From an optimization exercise on the open Yosys and OpenROAD flow, aimed at small area, a short achievable clock period and few clock cycles per item; shortcuts taken in it are not production practice.
Function was not checked in any run shown here: the RTL went through the layout flow alone.
Power figures rest on the tool's default switching activity, not on a simulated workload.

==> flow/design.v, too long to show whole: its modules and the start of the top module <==
// module fc_layer_top: 1044 lines
// module fc_fa: 10 lines
module fc_layer_top #(
    parameter int ICH_B       = 4,
    parameter int OCH_B       = 2,
    parameter int OCH_T       = 4,
    parameter int SCALE_SHIFT = 8,
    parameter int RELU        = 1
) (
    input  logic                      clk,
    input  logic                      areset,
    input  logic                      i_run,
    output logic                      o_idle,
    output logic                      o_run,
    output logic                      o_done,
    output logic                      o_en_err,
    output fc_ctrl_pkg::in_addr_t     o_in_addr,
    output logic                      o_in_ce,
    input  fc_data_pkg::act_t         i_in_q,
    output fc_ctrl_pkg::w_addr_t      o_w_addr,
    output logic                      o_w_ce,
    input  fc_data_pkg::weight_word_t i_w_q,
    output fc_ctrl_pkg::och_idx_t     o_b_addr,
    output logic                      o_b_ce,
    input  fc_data_pkg::bias_t        i_b_q,
    output fc_ctrl_pkg::och_idx_t     o_out_addr,
    output logic                      o_out_ce,
    output fc_data_pkg::act_t         o_out_d
);
  // ...
==> flow/flow/run.sh <==
#!/bin/bash
# The standard layout (standard synthesis included, unchanged), with the
# port buffers made from buf_4 cells instead of the resizer's default choice
# (clkdlybuf4s50_1, a delay cell). All tool output goes to standard.log here;
# ORFS also keeps its per-step logs under orfs/logs.
export BUFFER_PORTS_ARGS="-buffer_cell sky130_fd_sc_hd__buf_4"
bash standard.sh > standard.log 2>&1
==> flow/standard.sh <==
#!/bin/bash
# synth_recipe.tcl (not shown) runs the flow's synth.tcl, then flattens the netlist and writes it again
# the make line also repeats each setting of config.mk as NAME=value (left out here)
make -C /OpenROAD-flow-scripts/flow DESIGN_CONFIG=/design/flow/config.mk WORK_HOME=/design/flow/orfs CLKGATE_MAP_FILE= SYNTH_SCRIPT=/design/flow/synth_recipe.tcl "${@:-finish}"
==> flow/config.mk <==
export PLATFORM = sky130hd
export DESIGN_NAME = fc_layer_top
export DESIGN_NICKNAME = fc_layer_top
export VERILOG_FILES = /design/flow/design.v
export SDC_FILE = /design/flow/constraint.sdc
export NUM_CORES = 4
export LEC_CHECK = 0
export CAP_MARGIN = 20
export CORE_MARGIN = 2
export CORE_UTILIZATION = 60
export CTS_CLUSTER_DIAMETER = 60
export CTS_CLUSTER_SIZE = 20
export PLACE_DENSITY = 0.7
export SLEW_MARGIN = 20
export SYNTH_HIERARCHICAL = 1
export SYNTH_MINIMUM_KEEP_SIZE = 0
==> flow/constraint.sdc <==
create_clock -name core_clock -period 13.0 [get_ports {clk}]
set_input_delay 2.6000 -clock core_clock [delete_from_list [all_inputs] [get_ports {clk}]]
set_output_delay 2.6000 -clock core_clock [all_outputs]
set_load 0.01 [all_outputs]
==> summary.txt, run 1 <==
slowest stage delay, CP 0.39 ns; WHS Endpoint a2[18]; Max FO, Critical Path 3; RSZ-0062 raised after global routing no; Non-clk bufs 90; Comb power frac around three fifths; share of cells above drive strength 1 11.0%; FFs & Latches about 260; count leader, synth dfxtp_1; Antenna diodes 0; Pint 2.67 mW; worst r2r path cells 7; Initial DRT Pass Iterations 5; register area approximately 5600 sq um; Vias/cell 5.66; Buf+Inv Stages, Crit Path 1; number of synthesized flops with an enable pin 32; crit-path cells buf_4; P&R area growth vs syn 9.08%; Slowest cell on crit path dfxtp_1; die area roughly 24,000 sq um; largest area contributor in the synthesized netlist dfxtp_1; Place WS 9.00 ns; Initial Util 60.9%; RR Endpoint r_cs_9_1; multi-input logic area between 7000 and 8000 sq um; antenna-violating nets left 0; share of the synthesized area in the top cell type approximately 33%; later-pin clock latency in the skew report 0.51 ns; reg-to-reg slack, setup 9.46 ns; DP Area 14,300 sq um; critical path depth 1; DRT met1 WL 13.6 mm; Synth Register Bits 262; num ports 113; Final clock-cell share 4.54%; outcome finished clean; FFs w/ async S/R, synth 0%; Finished Layout Cells 1,508; worst hold path class flip-flop to flip-flop; Seq area share 37.1%; Core Rows 55
==> run 2, diff against run 1 <==
--- a/flow/design.v
+++ b/flow/design.v
@@ -62,17 +62,17 @@
             r_run_o <= 1'b0;
             r_idle <= 1'b1;
             r_done <= 1'b0;
             r_err  <= 1'b0;
         end else begin
             r_err  <= r_err | (i_run & r_run);
             r_done <= fin;
             r_run  <= start | (r_run & !fin);
-            r_run_o <= (!r_run_o && i_run) | (r_run_o & !fin);
+            r_run_o <= (r_idle && i_run) | (r_run & !fin);
             r_idle <= !(start | (r_run & !fin));
         end
     end
     always_ff @(posedge clk) begin
         c <= r_run ? c + 6'd1 : 6'd0;
     end
     assign o_run    = r_run_o;
     assign o_idle   = r_idle;
@@ -92,17 +92,17 @@
         if (areset) begin
             r_in_ce  <= 1'b0;
             r_in_addr <= 4'd0;
             r_w_ce   <= 1'b0;
             r_b_ce   <= 1'b0;
             r_out_ce <= 1'b0;
         end else begin
             r_in_ce  <= start | (r_run && (c < 6'd31));
-            r_in_addr <= r_run ? r_in_addr + 4'd1 : 4'd0;
+            r_in_addr <= r_run ? c[3:0] + 4'd1 : 4'd0;
             r_w_ce   <= r_run && (kw < 7'd32);
             r_b_ce   <= r_run && (kw < 7'd32) && (kw[3:2] == 2'd0);
             r_out_ce <= r_run && (ko < 7'd32) && (ko[3:2] == 2'd3);
         end
     end
     always_ff @(posedge clk) begin
         r_w_addr   <= {kw[4], kw[1:0], kw[3:2]};
         r_out_addr <= {ko[4], ko[1:0]};
@@ -1036,21 +1036,194 @@
         r_cs_16_2 <= hc388;
         r_cs_17_0 <= 1'b1;
         r_cs_17_1 <= a_old[17];
         r_cs_18_0 <= 1'b1;
         r_cs_18_1 <= a_old[18];
         r_cs_19_0 <= 1'b1;
         r_cs_19_1 <= a_old[19];
     end
-    logic [19:0] s2_a, s2_b, s2_sum;
+    logic [19:0] s2_sum;
     logic [7:0]  quant;
-    assign s2_a   = {hc458, hc456, fc454, fc452, fc450, fc448, fc446, fc444, fc442, fc440, fc438, fc436, fc434, fc432, fc430, fc428, fc426, fc424, hc422, hs421};
-    assign s2_b   = {hs459, hs457, hs455, fs453, fs451, fs449, fs447, fs445, fs443, fs441, fs439, fs437, fs435, fs433, fs431, fs429, fs427, fs425, fs423, r_cs_0_2};
-    assign s2_sum = s2_a + s2_b;
+    logic cg_0_0, cp_0_0;
+    assign cg_0_0 = hs421 & r_cs_0_2;
+    assign cp_0_0 = hs421 ^ r_cs_0_2;
+    logic cg_1_1, cp_1_1;
+    assign cg_1_1 = hc422 & fs423;
+    assign cp_1_1 = hc422 ^ fs423;
+    logic cg_2_2, cp_2_2;
+    assign cg_2_2 = fc424 & fs425;
+    assign cp_2_2 = fc424 ^ fs425;
+    logic cg_3_3, cp_3_3;
+    assign cg_3_3 = fc426 & fs427;
+    assign cp_3_3 = fc426 ^ fs427;
+    logic cg_4_4, cp_4_4;
+    assign cg_4_4 = fc428 & fs429;
+    assign cp_4_4 = fc428 ^ fs429;
+    logic cg_5_5, cp_5_5;
+    assign cg_5_5 = fc430 & fs431;
+    assign cp_5_5 = fc430 ^ fs431;
+    logic cg_6_6, cp_6_6;
+    assign cg_6_6 = fc432 & fs433;
+    assign cp_6_6 = fc432 ^ fs433;
+    logic cg_7_7, cp_7_7;
+    assign cg_7_7 = fc434 & fs435;
+    assign cp_7_7 = fc434 ^ fs435;
+    logic cg_8_8, cp_8_8;
+    assign cg_8_8 = fc436 & fs437;
+    assign cp_8_8 = fc436 ^ fs437;
+    logic cg_9_9, cp_9_9;
+    assign cg_9_9 = fc438 & fs439;
+    assign cp_9_9 = fc438 ^ fs439;
+    logic cg_10_10, cp_10_10;
+    assign cg_10_10 = fc440 & fs441;
+    assign cp_10_10 = fc440 ^ fs441;
+    logic cg_11_11, cp_11_11;
+    assign cg_11_11 = fc442 & fs443;
+    assign cp_11_11 = fc442 ^ fs443;
+    logic cg_12_12, cp_12_12;
+    assign cg_12_12 = fc444 & fs445;
+    assign cp_12_12 = fc444 ^ fs445;
+    logic cg_13_13, cp_13_13;
+    assign cg_13_13 = fc446 & fs447;
+    assign cp_13_13 = fc446 ^ fs447;
+    logic cg_14_14, cp_14_14;
+    assign cg_14_14 = fc448 & fs449;
+    assign cp_14_14 = fc448 ^ fs449;
+    logic cg_15_15, cp_15_15;
+    assign cg_15_15 = fc450 & fs451;
+    assign cp_15_15 = fc450 ^ fs451;
+    logic cg_16_16, cp_16_16;
+    assign cg_16_16 = fc452 & fs453;
+    assign cp_16_16 = fc452 ^ fs453;
+    logic cg_17_17, cp_17_17;
+    assign cg_17_17 = fc454 & hs455;
+    assign cp_17_17 = fc454 ^ hs455;
+    logic cg_18_18, cp_18_18;
+    assign cg_18_18 = hc456 & hs457;
+    assign cp_18_18 = hc456 ^ hs457;
+    logic cg_19_19, cp_19_19;
+    assign cg_19_19 = hc458 & hs459;
+    assign cp_19_19 = hc458 ^ hs459;
+    logic cg_1_0, cp_1_0;
+    assign cg_1_0 = cg_1_1 | (cp_1_1 & cg_0_0);
+    assign cp_1_0 = cp_1_1 & cp_0_0;
+    logic cg_3_2, cp_3_2;
+    assign cg_3_2 = cg_3_3 | (cp_3_3 & cg_2_2);
+    assign cp_3_2 = cp_3_3 & cp_2_2;
+    logic cg_5_4, cp_5_4;
+    assign cg_5_4 = cg_5_5 | (cp_5_5 & cg_4_4);
+    assign cp_5_4 = cp_5_5 & cp_4_4;
+    logic cg_7_6, cp_7_6;
+    assign cg_7_6 = cg_7_7 | (cp_7_7 & cg_6_6);
+    assign cp_7_6 = cp_7_7 & cp_6_6;
+    logic cg_9_8, cp_9_8;
+    assign cg_9_8 = cg_9_9 | (cp_9_9 & cg_8_8);
+    assign cp_9_8 = cp_9_9 & cp_8_8;
+    logic cg_11_10, cp_11_10;
+    assign cg_11_10 = cg_11_11 | (cp_11_11 & cg_10_10);
+    assign cp_11_10 = cp_11_11 & cp_10_10;
+    logic cg_13_12, cp_13_12;
+    assign cg_13_12 = cg_13_13 | (cp_13_13 & cg_12_12);
+    assign cp_13_12 = cp_13_13 & cp_12_12;
+    logic cg_15_14, cp_15_14;
+    assign cg_15_14 = cg_15_15 | (cp_15_15 & cg_14_14);
+    assign cp_15_14 = cp_15_15 & cp_14_14;
+    logic cg_17_16, cp_17_16;
+    assign cg_17_16 = cg_17_17 | (cp_17_17 & cg_16_16);
+    assign cp_17_16 = cp_17_17 & cp_16_16;
+    logic cg_19_18, cp_19_18;
+    assign cg_19_18 = cg_19_19 | (cp_19_19 & cg_18_18);
+    assign cp_19_18 = cp_19_19 & cp_18_18;
+    logic cg_3_0, cp_3_0;
+    assign cg_3_0 = cg_3_2 | (cp_3_2 & cg_1_0);
+    assign cp_3_0 = cp_3_2 & cp_1_0;
+    logic cg_7_4, cp_7_4;
+    assign cg_7_4 = cg_7_6 | (cp_7_6 & cg_5_4);
+    assign cp_7_4 = cp_7_6 & cp_5_4;
+    logic cg_11_8, cp_11_8;
+    assign cg_11_8 = cg_11_10 | (cp_11_10 & cg_9_8);
+    assign cp_11_8 = cp_11_10 & cp_9_8;
+    logic cg_15_12, cp_15_12;
+    assign cg_15_12 = cg_15_14 | (cp_15_14 & cg_13_12);
+    assign cp_15_12 = cp_15_14 & cp_13_12;
+    logic cg_19_16, cp_19_16;
+    assign cg_19_16 = cg_19_18 | (cp_19_18 & cg_17_16);
+    assign cp_19_16 = cp_19_18 & cp_17_16;
+    logic cg_7_0, cp_7_0;
+    assign cg_7_0 = cg_7_4 | (cp_7_4 & cg_3_0);
+    assign cp_7_0 = cp_7_4 & cp_3_0;
+    logic cg_15_8, cp_15_8;
+    assign cg_15_8 = cg_15_12 | (cp_15_12 & cg_11_8);
+    assign cp_15_8 = cp_15_12 & cp_11_8;
+    logic cg_15_0, cp_15_0;
+    assign cg_15_0 = cg_15_8 | (cp_15_8 & cg_7_0);
+    assign cp_15_0 = cp_15_8 & cp_7_0;
+    logic cg_2_0, cp_2_0;
+    assign cg_2_0 = cg_2_2 | (cp_2_2 & cg_1_0);
+    assign cp_2_0 = cp_2_2 & cp_1_0;
+    logic cg_4_0, cp_4_0;
+    assign cg_4_0 = cg_4_4 | (cp_4_4 & cg_3_0);
+    assign cp_4_0 = cp_4_4 & cp_3_0;
+    logic cg_5_0, cp_5_0;
+    assign cg_5_0 = cg_5_4 | (cp_5_4 & cg_3_0);
+    assign cp_5_0 = cp_5_4 & cp_3_0;
+    logic cg_6_0, cp_6_0;
+    assign cg_6_0 = cg_6_6 | (cp_6_6 & cg_5_0);
+    assign cp_6_0 = cp_6_6 & cp_5_0;
+    logic cg_8_0, cp_8_0;
+    assign cg_8_0 = cg_8_8 | (cp_8_8 & cg_7_0);
+    assign cp_8_0 = cp_8_8 & cp_7_0;
+    logic cg_9_0, cp_9_0;
+    assign cg_9_0 = cg_9_8 | (cp_9_8 & cg_7_0);
+    assign cp_9_0 = cp_9_8 & cp_7_0;
+    logic cg_10_0, cp_10_0;
+    assign cg_10_0 = cg_10_10 | (cp_10_10 & cg_9_0);
+    assign cp_10_0 = cp_10_10 & cp_9_0;
+    logic cg_11_0, cp_11_0;
+    assign cg_11_0 = cg_11_8 | (cp_11_8 & cg_7_0);
+    assign cp_11_0 = cp_11_8 & cp_7_0;
+    logic cg_12_0, cp_12_0;
+    assign cg_12_0 = cg_12_12 | (cp_12_12 & cg_11_0);
+    assign cp_12_0 = cp_12_12 & cp_11_0;
+    logic cg_13_0, cp_13_0;
+    assign cg_13_0 = cg_13_12 | (cp_13_12 & cg_11_0);
+    assign cp_13_0 = cp_13_12 & cp_11_0;
+    logic cg_14_0, cp_14_0;
+    assign cg_14_0 = cg_14_14 | (cp_14_14 & cg_13_0);
+    assign cp_14_0 = cp_14_14 & cp_13_0;
+    logic cg_16_0, cp_16_0;
+    assign cg_16_0 = cg_16_16 | (cp_16_16 & cg_15_0);
+    assign cp_16_0 = cp_16_16 & cp_15_0;
+    logic cg_17_0, cp_17_0;
+    assign cg_17_0 = cg_17_16 | (cp_17_16 & cg_15_0);
+    assign cp_17_0 = cp_17_16 & cp_15_0;
+    logic cg_18_0, cp_18_0;
+    assign cg_18_0 = cg_18_18 | (cp_18_18 & cg_17_0);
+    assign cp_18_0 = cp_18_18 & cp_17_0;
+    assign s2_sum[0] = cp_0_0 ^ 1'b0;
+    assign s2_sum[1] = cp_1_1 ^ cg_0_0;
+    assign s2_sum[2] = cp_2_2 ^ cg_1_0;
+    assign s2_sum[3] = cp_3_3 ^ cg_2_0;
+    assign s2_sum[4] = cp_4_4 ^ cg_3_0;
+    assign s2_sum[5] = cp_5_5 ^ cg_4_0;
+    assign s2_sum[6] = cp_6_6 ^ cg_5_0;
+    assign s2_sum[7] = cp_7_7 ^ cg_6_0;
+    assign s2_sum[8] = cp_8_8 ^ cg_7_0;
+    assign s2_sum[9] = cp_9_9 ^ cg_8_0;
+    assign s2_sum[10] = cp_10_10 ^ cg_9_0;
+    assign s2_sum[11] = cp_11_11 ^ cg_10_0;
+    assign s2_sum[12] = cp_12_12 ^ cg_11_0;
+    assign s2_sum[13] = cp_13_13 ^ cg_12_0;
+    assign s2_sum[14] = cp_14_14 ^ cg_13_0;
+    assign s2_sum[15] = cp_15_15 ^ cg_14_0;
+    assign s2_sum[16] = cp_16_16 ^ cg_15_0;
+    assign s2_sum[17] = cp_17_17 ^ cg_16_0;
+    assign s2_sum[18] = cp_18_18 ^ cg_17_0;
+    assign s2_sum[19] = cp_19_19 ^ cg_18_0;
     assign quant = s2_sum[19] ? 8'd0 : ((|s2_sum[18:15]) ? 8'd127 : {1'b0, s2_sum[14:8]});
     logic [19:0] a3, a2, a1;
     logic [6:0]  kb;
     logic        ld_bias;
     logic [7:0]  r_out_d;
     assign kb      = {1'b0, c} - 7'd4;
     assign ld_bias = (kb < 7'd32) && (kb[3:2] == 2'd0);
     always_ff @(posedge clk) begin
==> flow/flow/run.sh (replaced) <==
#!/bin/bash
# The standard layout (standard synthesis included, unchanged), with the
# port buffers made from buf_4 cells instead of the resizer's default choice
# (clkdlybuf4s50_1, a delay cell), and timing repair aiming at 9.5 ns of
# setup slack. All tool output goes to standard.log here; ORFS also keeps its
# per-step logs under orfs/logs.
export BUFFER_PORTS_ARGS="-buffer_cell sky130_fd_sc_hd__buf_4"
export SETUP_SLACK_MARGIN=9.5
bash standard.sh > standard.log 2>&1
==> flow/config.mk (replaced) <==
export PLATFORM = sky130hd
export DESIGN_NAME = fc_layer_top
export DESIGN_NICKNAME = fc_layer_top
export VERILOG_FILES = /design/flow/design.v
export SDC_FILE = /design/flow/constraint.sdc
export NUM_CORES = 4
export LEC_CHECK = 0
export CAP_MARGIN = 20
export CORE_MARGIN = 2
export CORE_UTILIZATION = 60
export CTS_CLUSTER_DIAMETER = 100
export CTS_CLUSTER_SIZE = 30
export PLACE_DENSITY = 0.7
export SLEW_MARGIN = 20
export SYNTH_HIERARCHICAL = 1
export SYNTH_MINIMUM_KEEP_SIZE = 0
==> run 2 against run 1 <==
  * Clock-buffer cell count fell by 9
  * Highest routed layer unchanged
  * Sequential power barely moved
  * Critical endpoint is now o_out_addr[1]
  * Flip-flop and latch count did not move
  * Largest cell class unchanged
  * Critical path type unchanged
==> summary.txt, run 2 <==
outcome finished clean; core box area 21,900 sq um; slowest stage delay, CP 0.34 ns (-0.05 ns); Chip Height 154 um; Hold Crit Start a3[0]; Nets 1,416; H-tree depth 1; Worst Hold Depth 0; Core Rows 54 (-1.8%); Detailed Route Iter0 Violations 506; count leader, synth dfxtp_1; Sw Ratio 40.7%; critical path required time 10.40 ns; Power Dens Cells 277 nW/um^2; Initial DRT Pass Iterations 5 (unchanged); Die Wd 154 um; num ports 113 (unchanged); Place WS 9.09 ns (+0.0941 ns); Pleak 5.98 nW; Top FF cell, synth dfxtp_1; Most flops, register act; peak supply drop between 0.15 and 0.2 mV; Synth top cells by count 230 x dfxtp_1, 153 x fa_1, 133 x xnor2_1; RR Endpoint r_cs_7_1; later-pin clock latency in the skew report 0.50 ns (about the same); CTS buffer count 12; most frequent cells in the layout 203 x dfxtp_1, 147 x fa_1, 130 x xnor2_1, 107 x a22oi_1, 85 x buf_4; delay-heaviest family, CP flip-flops; Slowest cell on crit path dfxtp_2; Critical Path End Type output pin; Max-Slew Margin vs Limit 57.2%; synthesized cell area 13,400 sq um; final clock skew around 0.026 ns; CP Class flip-flop to output pin; final setup vio count 0; Worst Tran Pin Value 0.641 ns; fin. max-slew vios 0; CP Launch Type flip-flop; Max FO, Critical Path 3 (unchanged); final hold slack 0.336 ns; WHS Endpoint a2[0]; worst hold path class flip-flop to flip-flop; share of the synthesized area in the top cell type 34.3% (+0.79 points); worst r2r path cells 8 (+1); reg2reg start act[3][5]; drt total wl roughly 28 mm; RSZ-0062 raised after global routing yes; Final Total Pwr 4.06 mW; syn avg cell area 11.9 sq um; max FFs per register 32; Design Area, Final 14,700 sq um; Post-Synthesis Cells 1,127; Pint 2.41 mW (-9.6%); Total GRT Usage between 20% and 30%; endpoints failing hold 0; register area share after synthesis 41.4%; final worst path period share 27.3%; via count about 7,900; FFs w/ async S/R, synth 0% (unchanged); FMAX ~0.28 GHz; routed length per instance 19.6 um; top area cells in the synthesized netlist dfxtp_1 34%, fa_1 23%, xnor2_1 8.7%, edfxtp_1 7.2%, a22oi_1 6.3%; antenna-violating nets left 0 (unchanged); dpl hpwl 22.7 mm; crit-path cells buf_4; setup TNS 0 ns; share of cells above drive strength 1 15.8% (+4.9 points); final setup margin between 9 and 10 ns; clock tree buffer depth 3; clock share of power between 10% and 20%; CTS tree built; reg-to-reg slack, setup 9.45 ns (about the same); number of synthesized flops with an enable pin 32 (unchanged); vias in the first global route about 7,900; die area 23,600 sq um (-2.2%); Buf+Inv Stages, Crit Path 1 (unchanged); Clock Tree Root clkbuf_16; Syn. warnings 8; Reg power frac 32.1%; Antenna diodes 0 (unchanged); Vias/cell 5.46 (-3.6%); DP Area 14,000 sq um (-2.2%); Comb power frac 57.6% (-1.3 points); synth unique cells 43; CTS clock-pin slew for the worst setup and hold paths 0.10 ns; Initial Util 61.3% (+0.45 points); placer congestion estimate 0.914; DRC viols 0; fin crit period approximately 3.6 ns; global-route wire length before repair around 44 mm; PortBufs just under 90; most common cell after layout, fill and taps aside dfxtp_1; global route overflow 0; largest net degree at the start of global routing 33; P&R area growth vs syn 9.37%; Synth Register Bits 262 (unchanged); # Max-Cap Violations 0; clk sink count 262; largest area contributor in the synthesized netlist dfxtp_1; switching pwr 1.65 mW; WP data arrival roughly 0.95 ns; antenna violations before repair 0
-- run 2: worst max-delay path by stage --
stage | cells after the start | slack, ns | to | startpoint
6_report | 1 | 9.45 | o_out_addr[1] | r_out_addr[1]
5_1_grt | 1 | 9.40 | o_b_addr[1] | r_out_addr[1]
4_1_cts | 1 | 9.42 | o_b_addr[1] | r_out_addr[1]
3_5_place_dp | 6 | 9.09 | cnt2[1] | i_w_q[13]
3_3_place_gp | 6 | 9.13 | cnt2[1] | i_w_q[13]
2_1_floorplan | 5 | 9.33 | cnt1[1] | i_w_q[27]
-- run 2: power by group through the flow --
stage          combinational, mW  clock [mW]  sequential [mW]
3_3_place_gp                2.17           0             1.31
3_5_place_dp                2.27           0             1.32
6_report                    2.34       0.420             1.30
4_1_cts                     2.33       0.436             1.30
2_1_floorplan               1.71           0             1.23
5_1_grt                     2.68       0.462             1.33
-- run 2: kinds of logic (layout without fill, tap and decap cells) --
logic type / Yosys count / in the layout / share of synthesized area, %
simple gates: 140 / 140 / 4.90
buf+inv: 167 / 178 / 5.85
xor+xnor: 173 / 173 / 11.3
other cells: 1 / 24 / 0.0279
flops: 262 / 262 / 41.4
fa+ha+maj: 198 / 198 / 27.0
compound gates: 186 / 186 / 9.49
-- run 2: layout make-up --
cell class	count	area (sq um)
clock buffer	15	333
multi-input combinational	721	7260
tap	280	350
sequential	262	5600
timing repair buffer	109	908
clock inverter	1	8.76
fill	1708	7200
inverter	53	231
-- run 2: timing repair --
action,in CTS,in global routing
pin swaps,1,1
buffers inserted,2,18
resized for setup,42,25
hold buffers,0,0
setup endpoints to repair,38,49
-- run 2: through the flow --
stage / utilization, % / cells
floorplan: - / 1150
global placement: 64.0 / 1405
detailed placement: 64.0 / 1405
CTS: 66.1 / 1423
global route: 67.1 / 1441
finish: 67.1 / 1441
-- run 2: Yosys stat by module (local to each module, per instance) --
| module | cells inside | flops+latches | area (sq um) |
|---|---|---|---|
| fc_layer_top | 988 | 262 | 10600 |
| fc_fa | 1 | 0 | 20.0 |
-- run 2: layer usage --
layer | track usage (%) | wire, um | up-vias | part of all wire, %
met2 | 40.6 | 13400 | 268 | 47
met1 | 33.6 | 12500 | 3869 | 44
li1 | - | - | 3695 | -
met5 | 0 | 0 | - | 0
met4 | 3.10 | 344 | 0 | 1.2
met3 | 4.57 | 1970 | 29 | 7.0

[re-timing with driven ports]
The results above use ideal ports. As a check the final layouts listed here were re-extracted and re-timed, cells and wires unchanged.
Step 1 (the two cells are an assumption about what drives the block):
set clk [get_ports {clk}]
set_driving_cell -lib_cell sky130_fd_sc_hd__clkbuf_16 $clk
set_driving_cell -lib_cell sky130_fd_sc_hd__buf_2 [delete_from_list [all_inputs] $clk]
Step 2 also shifts input and output timing later by t, the mid clock arrival at the registers, as if the neighbouring blocks saw the same clock.
Three values: no drivers, after step 1, after step 2; two values: the first two.
| run | t (ns) | setup WS [ns] | slew at the worst register clock pin (ns) |
|---|---|---|---|
| run 1 | 0.554 | 9.359 / 9.310 / 9.011 | 0.08 / 0.08 |
| run 2 | 0.530 | 9.445 / 9.400 / 9.086 | 0.11 / 0.11 |
After both steps every run listed still meets setup and hold. The setup slack of run 2, which loses most, moves by -0.045 ns with the drivers and by -0.359 ns with both steps.
